From an optimization exercise on the open Yosys and OpenROAD flow, aimed at small area, a short achievable clock period and few clock cycles per item; shortcuts taken in it are not production practice.
Where RTL was checked, it was by simulation tests only, not by an equivalence proof against the original.
No activity file was given, so power comes from the tool's default toggle rates.

==> job 5648: inputs <==
## polygon_convexity_check
module polygon_convexity_check #(
  parameter int COORD_WIDTH = 16
) (
  input  logic                          clk,
  input  logic                          rst,
  input  logic                          vertex_valid,
  output logic                          vertex_ready,
  input  logic signed [COORD_WIDTH-1:0] vertex_x,
  input  logic signed [COORD_WIDTH-1:0] vertex_y,
  input  logic                          last_vertex,
  output logic                          result_valid,
  input  logic                          result_ready,
  output logic                          is_convex,
  output logic                          too_few
);
==> flow/config.mk <==
export PLATFORM = sky130hd
export DESIGN_NAME = polygon_convexity_check
export DESIGN_NICKNAME = polygon_convexity_check
export VERILOG_FILES = /design/flow/design.v
export SDC_FILE = /design/flow/constraint.sdc
export NUM_CORES = 4
export LEC_CHECK = 0
export ABC_AREA = 1
export CAP_MARGIN = 20
export CORE_MARGIN = 2
export CORE_UTILIZATION = 40
export PLACE_DENSITY = 0.6
export SETUP_SLACK_MARGIN = 4.0
export SLEW_MARGIN = 20
==> flow/constraint.sdc <==
create_clock -name core_clock -period 7.5 [get_ports {clk}]
set_input_delay 1.5000 -clock core_clock [delete_from_list [all_inputs] [get_ports {clk}]]
set_output_delay 1.5000 -clock core_clock [all_outputs]
set_load 0.01 [all_outputs]
standard.sh (not shown) runs the stock make flow with config.mk's settings and CLKGATE_MAP_FILE= SYNTH_SCRIPT=/design/flow/synth_recipe.tcl, a recipe that flattens the netlist after the stock synthesis.
==> flow/flow/run.sh <==
#!/bin/bash
# Layout flow: the standard flow (standard.sh) unchanged except for one step in
# synthesis. Before Yosys's fine-grained synthesis runs ABC, the adder trees of the RTL
# (plain XOR / majority gates) are mapped to full- and half-adder cells, so ABC cannot
# restructure them first; extracting them afterwards leaves inverters between the adder
# cells. Everything else, including the registers, is the standard synthesis.
set -euo pipefail
HERE=$(pwd)
FL=$HERE/flow

# synthesis script: ORFS's synth.tcl with the early adder extraction inserted
python3 - "$FLOW_HOME/scripts/synth.tcl" "$HERE/synth_fa.tcl" <<'PYEOF'
import sys
src = open(sys.argv[1]).read()
anchor = """if {
  [env_var_exists_and_non_empty SYNTH_WRAPPED_OPERATORS] ||
  [env_var_exists_and_non_empty SWAP_ARITH_OPERATORS]
} {
  source $::env(SCRIPTS_DIR)/synth_wrap_operators.tcl
} else {"""
early = """# early full-adder extraction (this flow's only change to synthesis)
opt -fast -full
memory_map
opt -full
techmap -map +/techmap.v -map $::env(FLOW_HOME)/platforms/common/lcu_kogge_stone.v
opt -fast
extract_fa {*}[dont_use_extract_fa_args]
techmap -map $::env(ADDER_MAP_FILE)
opt -fast

"""
assert src.count(anchor) == 1, "synth.tcl anchor not found"
open(sys.argv[2], "w").write(src.replace(anchor, early + anchor))
PYEOF
# The standard flow's synthesis wrapper, sourcing the script above instead of synth.tcl
sed "s|\$::env(SCRIPTS_DIR)/synth.tcl|$HERE/synth_fa.tcl|" synth_recipe.tcl > synth_recipe_fa.tcl
grep -q "synth_fa.tcl" synth_recipe_fa.tcl
# standard.sh with that synthesis wrapper, for the synth target only
sed "s|SYNTH_SCRIPT=[^ ]*|SYNTH_SCRIPT=$HERE/synth_recipe_fa.tcl|" standard.sh > standard_fa.sh
grep -q "synth_recipe_fa.tcl" standard_fa.sh

bash standard_fa.sh synth > synth.log 2>&1
bash standard.sh finish > finish.log 2>&1
==> job 3042 (differences from job 5648) <==
==> flow/run.sh (new file) <==
#!/bin/bash
# synth_recipe.tcl (not shown) runs the flow's synth.tcl, then flattens the netlist and writes it again
# the make line also repeats each setting of config.mk as NAME=value (left out here)
make -C /OpenROAD-flow-scripts/flow DESIGN_CONFIG=/design/flow/config.mk WORK_HOME=/design/flow/orfs CLKGATE_MAP_FILE= SYNTH_SCRIPT=/design/flow/synth_recipe.tcl finish
removed: flow/flow/run.sh
removed: flow/standard.sh
==> comparison table <==
Switching power: job 3042 2.09 mW; job 5648 1.25 mW
Via count of the first global-routing pass: job 3042 19637; job 5648 18925
Last weighted congestion value of the routability-driven placer: job 3042 0.991; job 5648 0.954
Sequential cell area: job 3042 8630 sq um; job 5648 8630 sq um
Mean number of vias per cell: job 3042 5.29; job 5648 5.38
Final core area utilization: job 3042 46.7%; job 5648 46.0%
Clock-net power: job 3042 1.95 mW; job 5648 1.83 mW
Crit Reg-Reg Endpoint: job 3042 u_cross.rg_15_2; job 5648 u_cross.rg_9_2
Met2 GRT Util: job 3042 36.1%; job 5648 34.5%
Met2 Routed Length: job 3042 34200 um; job 5648 33100 um
Switching power as a share of total power: job 3042 33.9%; job 5648 26.9%
Max Clock Skew: job 3042 0.0386 ns; job 5648 0.0218 ns
Number of cells upsized or downsized after cts: job 3042 66; job 5648 57
Area of all placed cells without fillers: job 3042 30000 sq um; job 5648 29100 sq um
Post-Synthesis Mean Instance Area: job 3042 9.79 sq um; job 5648 10.3 sq um
Number of placed instances, taps included: job 3042 3438; job 5648 3272
Outcome: job 3042 timing/DRC/antenna clean; job 5648 timing/DRC/antenna clean
Worst slack, placed: job 3042 2.77 ns; job 5648 2.63 ns
Multiplexer fraction of the synthesized cell area: job 3042 1.17%; job 5648 1.13%
Share of cells above drive strength 1: job 3042 12.8%; job 5648 11.5%
Layout Cells excl Fill: job 3042 3635; job 5648 3432
Critical path data arrival time: job 3042 3.96 ns; job 5648 3.95 ns
Total length of routed wires: job 3042 77100 um; job 5648 72000 um
PwrDens: job 3042 205 nW/um^2; job 5648 160 nW/um^2
Transition time of the tightest slew-check pin: job 3042 0.927 ns; job 5648 0.929 ns
Peak supply drop: job 3042 172 uV; job 5648 182 uV
Function was not checked in any run of this note: the RTL went through the layout flow alone.

* * *

==> build 73: inputs <==
Another version of the RTL of polygon_convexity_check (not shown whole).
==> module polygon_convexity_check, before the edit <==
module polygon_convexity_check #(
  parameter int COORD_WIDTH = 16
) (
  input  logic                          clk,
  input  logic                          rst,
  input  logic                          vertex_valid,
  output logic                          vertex_ready,
  input  logic signed [COORD_WIDTH-1:0] vertex_x,
  input  logic signed [COORD_WIDTH-1:0] vertex_y,
  input  logic                          last_vertex,
  output logic                          result_valid,
  input  logic                          result_ready,
  output logic                          is_convex,
  output logic                          too_few
);
  localparam int DW     = COORD_WIDTH + 1;
  localparam int QDEPTH = 4;
  logic [COORD_WIDTH-1:0] prev_x, prev_y;      
  logic [COORD_WIDTH-1:0] first_x, first_y;    
  logic [DW-1:0]          e0_x, e0_y;          
  logic [1:0]             seen;                
  logic                   close1, close2;      
  logic                   few1, few2;          
  logic [53:0]   a_enc;         
  logic [53:0]   a_enc_next;
  logic [DW-1:0] a_src_x, a_src_y;
  logic [DW-1:0] b_x, b_y;
  logic          xv, xfirst, xend, xfew;
  logic          yv, yfirst, yend, yfew;
  logic          zv, zfirst, zend, zfew, zpos;
  logic          pos;
  logic          seen_pos, seen_neg;
  logic [QDEPTH-1:0] qv, qc, qf;
  logic [2:0] outstanding;
  logic              ready_q;
  logic          fire, pop, load, push, push_c, push_f;
  logic [DW-1:0] sub_x, sub_y, e_x, e_y;
  assign vertex_ready = ready_q;
  assign fire         = vertex_valid && ready_q && !rst;
  assign pop          = qv[0] && result_ready;
  assign sub_x = close1 ? {first_x[COORD_WIDTH-1], first_x} : {vertex_x[COORD_WIDTH-1], vertex_x};
  assign sub_y = close1 ? {first_y[COORD_WIDTH-1], first_y} : {vertex_y[COORD_WIDTH-1], vertex_y};
  pcc_sub u_sub_x (.a({prev_x[COORD_WIDTH-1], prev_x}), .b(sub_x), .d(e_x));
  pcc_sub u_sub_y (.a({prev_y[COORD_WIDTH-1], prev_y}), .b(sub_y), .d(e_y));
  assign a_src_x = (fire && seen == 2'd2) ? e0_x : b_x;
  assign a_src_y = (fire && seen == 2'd2) ? e0_y : b_y;
  pcc_booth_enc u_enc (
    .x   (a_src_x),
    .y   (a_src_y),
    .enc (a_enc_next)
  );
  assign load = (fire && seen[1]) || close1 || close2;
  always_ff @(posedge clk) begin
    if (rst) begin
      seen   <= 2'd0;
      close1 <= 1'b0;
      close2 <= 1'b0;
      few1   <= 1'b0;
      few2   <= 1'b0;
    end else begin
      if (fire) begin
        if (last_vertex)     seen <= 2'd0;
        else if (seen != 3)  seen <= seen + 2'd1;
      end
      close1 <= fire && last_vertex && seen[1];
      close2 <= close1;
      few1   <= fire && last_vertex && !seen[1];
      few2   <= few1;
    end
    if (fire) begin
      prev_x <= vertex_x;
      prev_y <= vertex_y;
    end
    if (fire && seen == 2'd0) begin
      first_x <= vertex_x;
      first_y <= vertex_y;
    end
    if (fire && seen == 2'd1) begin
      e0_x <= e_x;
      e0_y <= e_y;
    end
    if (load) begin
      a_enc <= a_enc_next;
      b_x <= close2 ? e0_x : e_x;
      b_y <= close2 ? e0_y : e_y;
    end
  end
  always_ff @(posedge clk) begin
    if (rst) begin
      xv <= 1'b0; xfew <= 1'b0;
      yv <= 1'b0; yfew <= 1'b0;
      zv <= 1'b0; zfew <= 1'b0;
    end else begin
      xv <= load;  xfew <= few2;
      yv <= xv;    yfew <= xfew;
      zv <= yv;    zfew <= yfew;
    end
    xfirst <= fire && seen == 2'd2;
    xend   <= close2;
    yfirst <= xfirst;
    yend   <= xend;
    zfirst <= yfirst;
    zend   <= yend;
    zpos   <= pos;
  end
  pcc_cross u_cross (
    .clk (clk),
    .aenc(a_enc),
    .bx  (b_x),
    .by  (b_y),
    .pos (pos)
  );
  logic sp_next, sn_next;
  assign sp_next = (seen_pos && !zfirst) || zpos;
  assign sn_next = (seen_neg && !zfirst) || !zpos;
  always_ff @(posedge clk) begin
    if (zv) begin
      seen_pos <= sp_next;
      seen_neg <= sn_next;
    end
  end
  assign push   = (zv && zend) || zfew;
  assign push_c = !zfew && !(sp_next && sn_next);
  assign push_f = zfew;
  logic [QDEPTH-1:0] q_wr, q_shv, q_shc, q_shf;
  logic [2:0] outstanding_next;
  always_comb begin
    for (int i = 0; i < QDEPTH; i++) begin
      q_shv[i] = pop ? ((i + 1 < QDEPTH) ? qv[i+1] : 1'b0) : qv[i];
      q_shc[i] = pop ? ((i + 1 < QDEPTH) ? qc[i+1] : 1'b0) : qc[i];
      q_shf[i] = pop ? ((i + 1 < QDEPTH) ? qf[i+1] : 1'b0) : qf[i];
    end
    for (int i = 0; i < QDEPTH; i++) begin
      q_wr[i] = push && !q_shv[i] && ((i == 0) || q_shv[i-1]);
    end
    outstanding_next = outstanding + (fire && last_vertex) - pop;
  end
  always_ff @(posedge clk) begin
    if (rst) begin
      qv          <= '0;
      outstanding <= '0;
      ready_q     <= 1'b1;
    end else begin
      qv          <= q_shv | q_wr;
      outstanding <= outstanding_next;
      ready_q     <= outstanding_next < QDEPTH;
    end
    for (int i = 0; i < QDEPTH; i++) begin
      qc[i] <= q_wr[i] ? push_c : q_shc[i];
      qf[i] <= q_wr[i] ? push_f : q_shf[i];
    end
  end
  assign result_valid = qv[0];
  assign is_convex    = qc[0];
  assign too_few      = qf[0];
endmodule
clock: 7.5 ns
lec_check: 0
abc_area: 1
cap_margin: 20
core_margin: 2
core_utilization: 40
place_density: 0.6
setup_slack_margin: 4.0
slew_margin: 20
==> flow/flow/run.sh <==
#!/bin/bash
# Layout flow: the standard flow (standard.sh) unchanged except for one step in
# synthesis. Before Yosys's fine-grained synthesis runs ABC, the adder trees of the RTL
# (plain XOR / majority gates) are mapped to full- and half-adder cells, so ABC cannot
# restructure them first; extracting them afterwards leaves inverters between the adder
# cells. Everything else, including the registers, is the standard synthesis.
set -euo pipefail
HERE=$(pwd)
FL=$HERE/flow

# synthesis script: ORFS's synth.tcl with the early adder extraction inserted
python3 - "$FLOW_HOME/scripts/synth.tcl" "$HERE/synth_fa.tcl" <<'PYEOF'
import sys
src = open(sys.argv[1]).read()
anchor = """if {
  [env_var_exists_and_non_empty SYNTH_WRAPPED_OPERATORS] ||
  [env_var_exists_and_non_empty SWAP_ARITH_OPERATORS]
} {
  source $::env(SCRIPTS_DIR)/synth_wrap_operators.tcl
} else {"""
early = """# early full-adder extraction (this flow's only change to synthesis)
opt -fast -full
memory_map
opt -full
techmap -map +/techmap.v -map $::env(FLOW_HOME)/platforms/common/lcu_kogge_stone.v
opt -fast
extract_fa {*}[dont_use_extract_fa_args]
techmap -map $::env(ADDER_MAP_FILE)
opt -fast

"""
assert src.count(anchor) == 1, "synth.tcl anchor not found"
open(sys.argv[2], "w").write(src.replace(anchor, early + anchor))
PYEOF
# The standard flow's synthesis wrapper, sourcing the script above instead of synth.tcl
sed "s|\$::env(SCRIPTS_DIR)/synth.tcl|$HERE/synth_fa.tcl|" synth_recipe.tcl > synth_recipe_fa.tcl
grep -q "synth_fa.tcl" synth_recipe_fa.tcl
# standard.sh with that synthesis wrapper, for the synth target only
sed "s|SYNTH_SCRIPT=[^ ]*|SYNTH_SCRIPT=$HERE/synth_recipe_fa.tcl|" standard.sh > standard_fa.sh
grep -q "synth_recipe_fa.tcl" standard_fa.sh

bash standard_fa.sh synth > synth.log 2>&1
bash standard.sh finish > finish.log 2>&1
==> trial 44 (differences from build 73) <==
--- a/flow/design.v
+++ b/flow/design.v
@@ -94,4 +94,4 @@
     end
+    a_enc <= a_enc_next;
     if (load) begin
-      a_enc <= a_enc_next;
       b_x <= close2 ? e0_x : e_x;
--- a/flow/config.mk
+++ b/flow/config.mk
@@ -11,2 +11,4 @@
 export CORE_UTILIZATION = 40
+export CTS_CLUSTER_DIAMETER = 80
+export CTS_CLUSTER_SIZE = 30
 export PLACE_DENSITY = 0.6
==> run notes <==
| metric | build 73 | trial 44 |
|---|---|---|
| Combinational-cell power consumption | 0.700 mW | 2.72 mW |
| Share of total power in combinational logic | 15.1% | 42.1% |
| Power dissipated in sequential cells | 2.07 mW | 2.37 mW |
| Clock-pin slew on the worst setup and hold paths | 70 ps | 100 ps |
| Adder-cell area share of the yosys netlist | 27.5% | 28.1% |
| Data arrival, critical path | 3910 ps | 3940 ps |
| Number of violations reported at the end of detailed-routing iteration 0 | 1759 | 1623 |
| Inverters | 327 | 328 |
| Combined area of the multi-input logic cells | 0.0148 sq mm | 0.0148 sq mm |
| Post-Synthesis Cell Area | 0.0251 sq mm | 0.0245 sq mm |
| Number of well-tap cells placed | 837 | 782 |
| Global routing usage on met3 | 5.08% | 3.40% |
| Routed length on met2 | 31100 microns | 31500 microns |
| Power share of the clock group | 40.3% | 21.1% |
| Total power draw | 4.64 mW | 6.45 mW |
| Deepest level of the CTS H-tree | 2 | 1 |
| Post-detail-place hpwl | 49800 microns | 50000 microns |
| Number of global-route vias before repair | 18500 | 17700 |
| Multiplexer fraction of the synthesized cell area | 0.878% | 0.897% |
| Fraction of the yosys area taken by sequential cells | 34.4% | 33.0% |
| Final non-clock buffer share | 5.96% | 4.65% |
| Internal reg-to-reg setup slack | 4030 ps | 4020 ps |
| Worst-case reg-to-reg path depth | 8 | 6 |
| Result of the run | complete, no violations | complete, no violations |
| Clock Buffer Count | 54 | 24 |
| Met2 routing resource usage after global routing | 33.7% | 35.0% |
| Finished Layout Cells | 3363 | 3219 |
Testbench counts of build 73, summed over its fixed seeds: cycles 59,325, items 59,266.
For trial 44, only the layout was checked, not whether the RTL still works.

* * *

==> inputs of v19 <==
Another version of the RTL of polygon_convexity_check (not shown whole).
// polygon_convexity_check
module polygon_convexity_check #(
  parameter int COORD_WIDTH = 16
) (
  input  logic                          clk,
  input  logic                          rst,
  input  logic                          vertex_valid,
  output logic                          vertex_ready,
  input  logic signed [COORD_WIDTH-1:0] vertex_x,
  input  logic signed [COORD_WIDTH-1:0] vertex_y,
  input  logic                          last_vertex,
  output logic                          result_valid,
  input  logic                          result_ready,
  output logic                          is_convex,
  output logic                          too_few
);
==> module pcc_sub, before the edit <==
module pcc_sub (
  input  logic [16:0] a, b,
  output logic [16:0] d
);
  logic [16:0] g, p;
  assign g = a & ~b;
  assign p = a ^ ~b;
  logic G1, P1;
  logic G2, P2;
  logic G3, P3;
  logic G4, P4;
  logic G5, P5;
  logic G6, P6;
  logic G7, P7;
  logic G8, P8;
  logic G9, P9;
  logic G10, P10;
  logic G11, P11;
  logic G12, P12;
  logic G13, P13;
  logic G14, P14;
  logic G15, P15;
  logic G16, P16;
  logic G17, P17;
  logic G18, P18;
  logic G19, P19;
  logic G20, P20;
  logic G21, P21;
  logic G22, P22;
  logic G23, P23;
  logic G24, P24;
  logic G25, P25;
  logic G26, P26;
  logic G27, P27;
  assign G1 = g[0] | (p[0] & 1'b1);
  assign P1 = p[0] & 1'b0;
  assign G2 = g[2] | (p[2] & g[1]);
  assign P2 = p[2] & p[1];
  assign G3 = g[4] | (p[4] & g[3]);
  assign P3 = p[4] & p[3];
  assign G4 = g[6] | (p[6] & g[5]);
  assign P4 = p[6] & p[5];
  assign G5 = g[8] | (p[8] & g[7]);
  assign P5 = p[8] & p[7];
  assign G6 = g[10] | (p[10] & g[9]);
  assign P6 = p[10] & p[9];
  assign G7 = g[12] | (p[12] & g[11]);
  assign P7 = p[12] & p[11];
  assign G8 = g[14] | (p[14] & g[13]);
  assign P8 = p[14] & p[13];
  assign G9 = G2 | (P2 & G1);
  assign P9 = P2 & P1;
  assign G10 = G4 | (P4 & G3);
  assign P10 = P4 & P3;
  assign G11 = G6 | (P6 & G5);
  assign P11 = P6 & P5;
  assign G12 = G8 | (P8 & G7);
  assign P12 = P8 & P7;
  assign G13 = G10 | (P10 & G9);
  assign P13 = P10 & P9;
  assign G14 = G12 | (P12 & G11);
  assign P14 = P12 & P11;
  assign G15 = G14 | (P14 & G13);
  assign P15 = P14 & P13;
  assign G16 = G11 | (P11 & G13);
  assign P16 = P11 & P13;
  assign G17 = G3 | (P3 & G9);
  assign P17 = P3 & P9;
  assign G18 = G5 | (P5 & G13);
  assign P18 = P5 & P13;
  assign G19 = G7 | (P7 & G16);
  assign P19 = P7 & P16;
  assign G20 = g[1] | (p[1] & G1);
  assign P20 = p[1] & P1;
  assign G21 = g[3] | (p[3] & G9);
  assign P21 = p[3] & P9;
  assign G22 = g[5] | (p[5] & G17);
  assign P22 = p[5] & P17;
  assign G23 = g[7] | (p[7] & G13);
  assign P23 = p[7] & P13;
  assign G24 = g[9] | (p[9] & G18);
  assign P24 = p[9] & P18;
  assign G25 = g[11] | (p[11] & G16);
  assign P25 = p[11] & P16;
  assign G26 = g[13] | (p[13] & G19);
  assign P26 = p[13] & P19;
  assign G27 = g[15] | (p[15] & G15);
  assign P27 = p[15] & P15;
  logic [16:0] c;
  assign c[0] = 1'b1;
  assign c[1] = G1;
  assign c[2] = G20;
  assign c[3] = G9;
  assign c[4] = G21;
  assign c[5] = G17;
  assign c[6] = G22;
  assign c[7] = G13;
  assign c[8] = G23;
  assign c[9] = G18;
  assign c[10] = G24;
  assign c[11] = G16;
  assign c[12] = G25;
  assign c[13] = G19;
  assign c[14] = G26;
  assign c[15] = G15;
  assign c[16] = G27;
  assign d = p ^ c;
endmodule
export LEC_CHECK = 0
export ABC_AREA = 1
export CAP_MARGIN = 20
export CORE_MARGIN = 2
export CORE_UTILIZATION = 40
export PLACE_DENSITY = 0.6
export SETUP_SLACK_MARGIN = 4.2
export SLEW_MARGIN = 20
create_clock -name core_clock -period 7.5 [get_ports {clk}]
Scripts as last shown in full above: flow/flow/run.sh
==> inputs of v23, as changes to v19 <==
--- a/flow/design.v
+++ b/flow/design.v
@@ -55,4 +55,4 @@
   assign sub_y = close1 ? {first_y[COORD_WIDTH-1], first_y} : {vertex_y[COORD_WIDTH-1], vertex_y};
-  pcc_sub u_sub_x (.a({prev_x[COORD_WIDTH-1], prev_x}), .b(sub_x), .d(e_x));
-  pcc_sub u_sub_y (.a({prev_y[COORD_WIDTH-1], prev_y}), .b(sub_y), .d(e_y));
+  assign e_x   = {prev_x[COORD_WIDTH-1], prev_x} - sub_x;
+  assign e_y   = {prev_y[COORD_WIDTH-1], prev_y} - sub_y;
   assign a_src_x = (fire && seen == 2'd2) ? e0_x : b_x;
@@ -2586,109 +2586 @@
 endmodule
-module pcc_sub (
-  input  logic [16:0] a, b,
-  output logic [16:0] d
-);
-  logic [16:0] g, p;
-  assign g = a & ~b;
-  assign p = a ^ ~b;
-  logic G1, P1;
-  logic G2, P2;
-  logic G3, P3;
-  logic G4, P4;
-  logic G5, P5;
-  logic G6, P6;
-  logic G7, P7;
-  logic G8, P8;
-  logic G9, P9;
-  logic G10, P10;
-  logic G11, P11;
-  logic G12, P12;
-  logic G13, P13;
-  logic G14, P14;
-  logic G15, P15;
-  logic G16, P16;
-  logic G17, P17;
-  logic G18, P18;
-  logic G19, P19;
-  logic G20, P20;
-  logic G21, P21;
-  logic G22, P22;
-  logic G23, P23;
-  logic G24, P24;
-  logic G25, P25;
-  logic G26, P26;
-  logic G27, P27;
-  assign G1 = g[0] | (p[0] & 1'b1);
-  assign P1 = p[0] & 1'b0;
-  assign G2 = g[2] | (p[2] & g[1]);
-  assign P2 = p[2] & p[1];
-  assign G3 = g[4] | (p[4] & g[3]);
-  assign P3 = p[4] & p[3];
-  assign G4 = g[6] | (p[6] & g[5]);
-  assign P4 = p[6] & p[5];
-  assign G5 = g[8] | (p[8] & g[7]);
-  assign P5 = p[8] & p[7];
-  assign G6 = g[10] | (p[10] & g[9]);
-  assign P6 = p[10] & p[9];
-  assign G7 = g[12] | (p[12] & g[11]);
-  assign P7 = p[12] & p[11];
-  assign G8 = g[14] | (p[14] & g[13]);
-  assign P8 = p[14] & p[13];
-  assign G9 = G2 | (P2 & G1);
-  assign P9 = P2 & P1;
-  assign G10 = G4 | (P4 & G3);
-  assign P10 = P4 & P3;
-  assign G11 = G6 | (P6 & G5);
-  assign P11 = P6 & P5;
-  assign G12 = G8 | (P8 & G7);
-  assign P12 = P8 & P7;
-  assign G13 = G10 | (P10 & G9);
-  assign P13 = P10 & P9;
-  assign G14 = G12 | (P12 & G11);
-  assign P14 = P12 & P11;
-  assign G15 = G14 | (P14 & G13);
-  assign P15 = P14 & P13;
-  assign G16 = G11 | (P11 & G13);
-  assign P16 = P11 & P13;
-  assign G17 = G3 | (P3 & G9);
-  assign P17 = P3 & P9;
-  assign G18 = G5 | (P5 & G13);
-  assign P18 = P5 & P13;
-  assign G19 = G7 | (P7 & G16);
-  assign P19 = P7 & P16;
-  assign G20 = g[1] | (p[1] & G1);
-  assign P20 = p[1] & P1;
-  assign G21 = g[3] | (p[3] & G9);
-  assign P21 = p[3] & P9;
-  assign G22 = g[5] | (p[5] & G17);
-  assign P22 = p[5] & P17;
-  assign G23 = g[7] | (p[7] & G13);
-  assign P23 = p[7] & P13;
-  assign G24 = g[9] | (p[9] & G18);
-  assign P24 = p[9] & P18;
-  assign G25 = g[11] | (p[11] & G16);
-  assign P25 = p[11] & P16;
-  assign G26 = g[13] | (p[13] & G19);
-  assign P26 = p[13] & P19;
-  assign G27 = g[15] | (p[15] & G15);
-  assign P27 = p[15] & P15;
-  logic [16:0] c;
-  assign c[0] = 1'b1;
-  assign c[1] = G1;
-  assign c[2] = G20;
-  assign c[3] = G9;
-  assign c[4] = G21;
-  assign c[5] = G17;
-  assign c[6] = G22;
-  assign c[7] = G13;
-  assign c[8] = G23;
-  assign c[9] = G18;
-  assign c[10] = G24;
-  assign c[11] = G16;
-  assign c[12] = G25;
-  assign c[13] = G19;
-  assign c[14] = G26;
-  assign c[15] = G15;
-  assign c[16] = G27;
-  assign d = p ^ c;
-endmodule
==> notes <==
v23 completed with no timing, DRC or antenna violations. v19 produced a clean layout. Of v23 and v19, v23 has the higher synthesized cell count (gap 7.4%, measured against v19). In v23 the core utilization is lower than in v19, by 1.1 points. In v23 the sequential power is smaller than in v19, by about 9%. Area after synthesis: v19 is smaller than v23 (2.4%). Design area is about the same in v19 and v23. Between v19 and v23, the lower via count is in v19 (gap about 5%, measured against v23). Of v23 and v19, v23 has the higher die area (gap 2.4%, measured against v19). In sequential share of layout area, v19 and v23 hardly differ. Of v23 and v19, v19 has the higher combinational power (gap 60%, measured against v19). Setup slack: v23 is better than v19 (0.036 ns).
==> figures <==
| metric | v19 | v23 |
|---|---|---|
| Run status | complete, no violations | complete, no violations |
| Die Ht | 254 um | 257 um |
| Met3 WL post-DR | 6.54 mm | 7.52 mm |
| Worst Setup SP | a_enc[9] | a_enc[0] |
| Post-cts repair resize count | 169 | 108 |
| Hold path startpoint | yend | xend |
| Routed len/inst | 21.7 um | 21.4 um |
| Pin count of the biggest net entering global routing | 58 | 87 |
| Cell count after placement | 3087 | 3273 |
| Seq power | 2.28 mW | 2.07 mW |
| Switching fraction of total power | 0.324 | 0.269 |
| Unique cell type count in the Yosys netlist | 43 | 40 |
| Post-Syn Instances | 2321 | 2493 |
| CP endpoint | u_cross.rg_15_2 | u_cross.rg_10_1 |
| Total placed instance area | 26100 um^2 | 26700 um^2 |
| Depth of the critical timing path with buffers and inverters included | 8 | 9 |
| WP buf/inv | 2 | 3 |
| Minimum setup slack in the final design | 4.11 ns | 4.15 ns |
| Final HPWL from detailed placement | 49.5 mm | 52.0 mm |
| Die extent in x | 254 um | 257 um |
| Clock buffer cells | 56 | 59 |
| Flip-flop and latch area | 8630 um^2 | 8630 um^2 |
Function was not checked in any run of this note: the RTL went through the layout flow alone.

port drivers added, routing unchanged:
No port has a modelled driver above. Below, the same layouts with a new extraction and two added sets of constraints. Step 1 (the two cells are an assumption about what drives the block):
set clk [get_ports {clk}]
set_driving_cell -lib_cell sky130_fd_sc_hd__clkbuf_16 $clk
set_driving_cell -lib_cell sky130_fd_sc_hd__buf_2 [delete_from_list [all_inputs] $clk]
Step 2 times the ports against the registers' clock, not the clock port: input delays grow and output delays shrink by t, the midpoint of the rising clock arrivals with the driver on. Three values: ideal ports, drivers, drivers and shift; two values: the first two.
run	shift t [ns]	setup WS [ns]	worst setup path at the end	clock arrival spread, ns	worst register clock-pin slew, ns
job 5648	0.629	3.995 / 3.995 / 3.575	input to register	0.023 / 0.023	0.06 / 0.06
job 3042	0.637	4.008 / 4.008 / 3.561	input to register	0.040 / 0.040	0.07 / 0.07
build 73	0.629	4.031 / 4.031 / 3.492	input to register	0.028 / 0.028	0.07 / 0.07
trial 44	0.639	4.020 / 4.020 / 3.506	input to register	0.032 / 0.032	0.11 / 0.11
v19	0.637	4.109 / 4.109 / 3.654	input to register	0.020 / 0.020	0.06 / 0.06
v23	0.630	4.145 / 4.145 / 3.708	input to register	0.028 / 0.028	0.07 / 0.07
After both steps setup and hold are still met in every run listed. The setup slack of build 73, which loses most, moves by 0.000 ns with the drivers and by -0.539 ns with both steps.
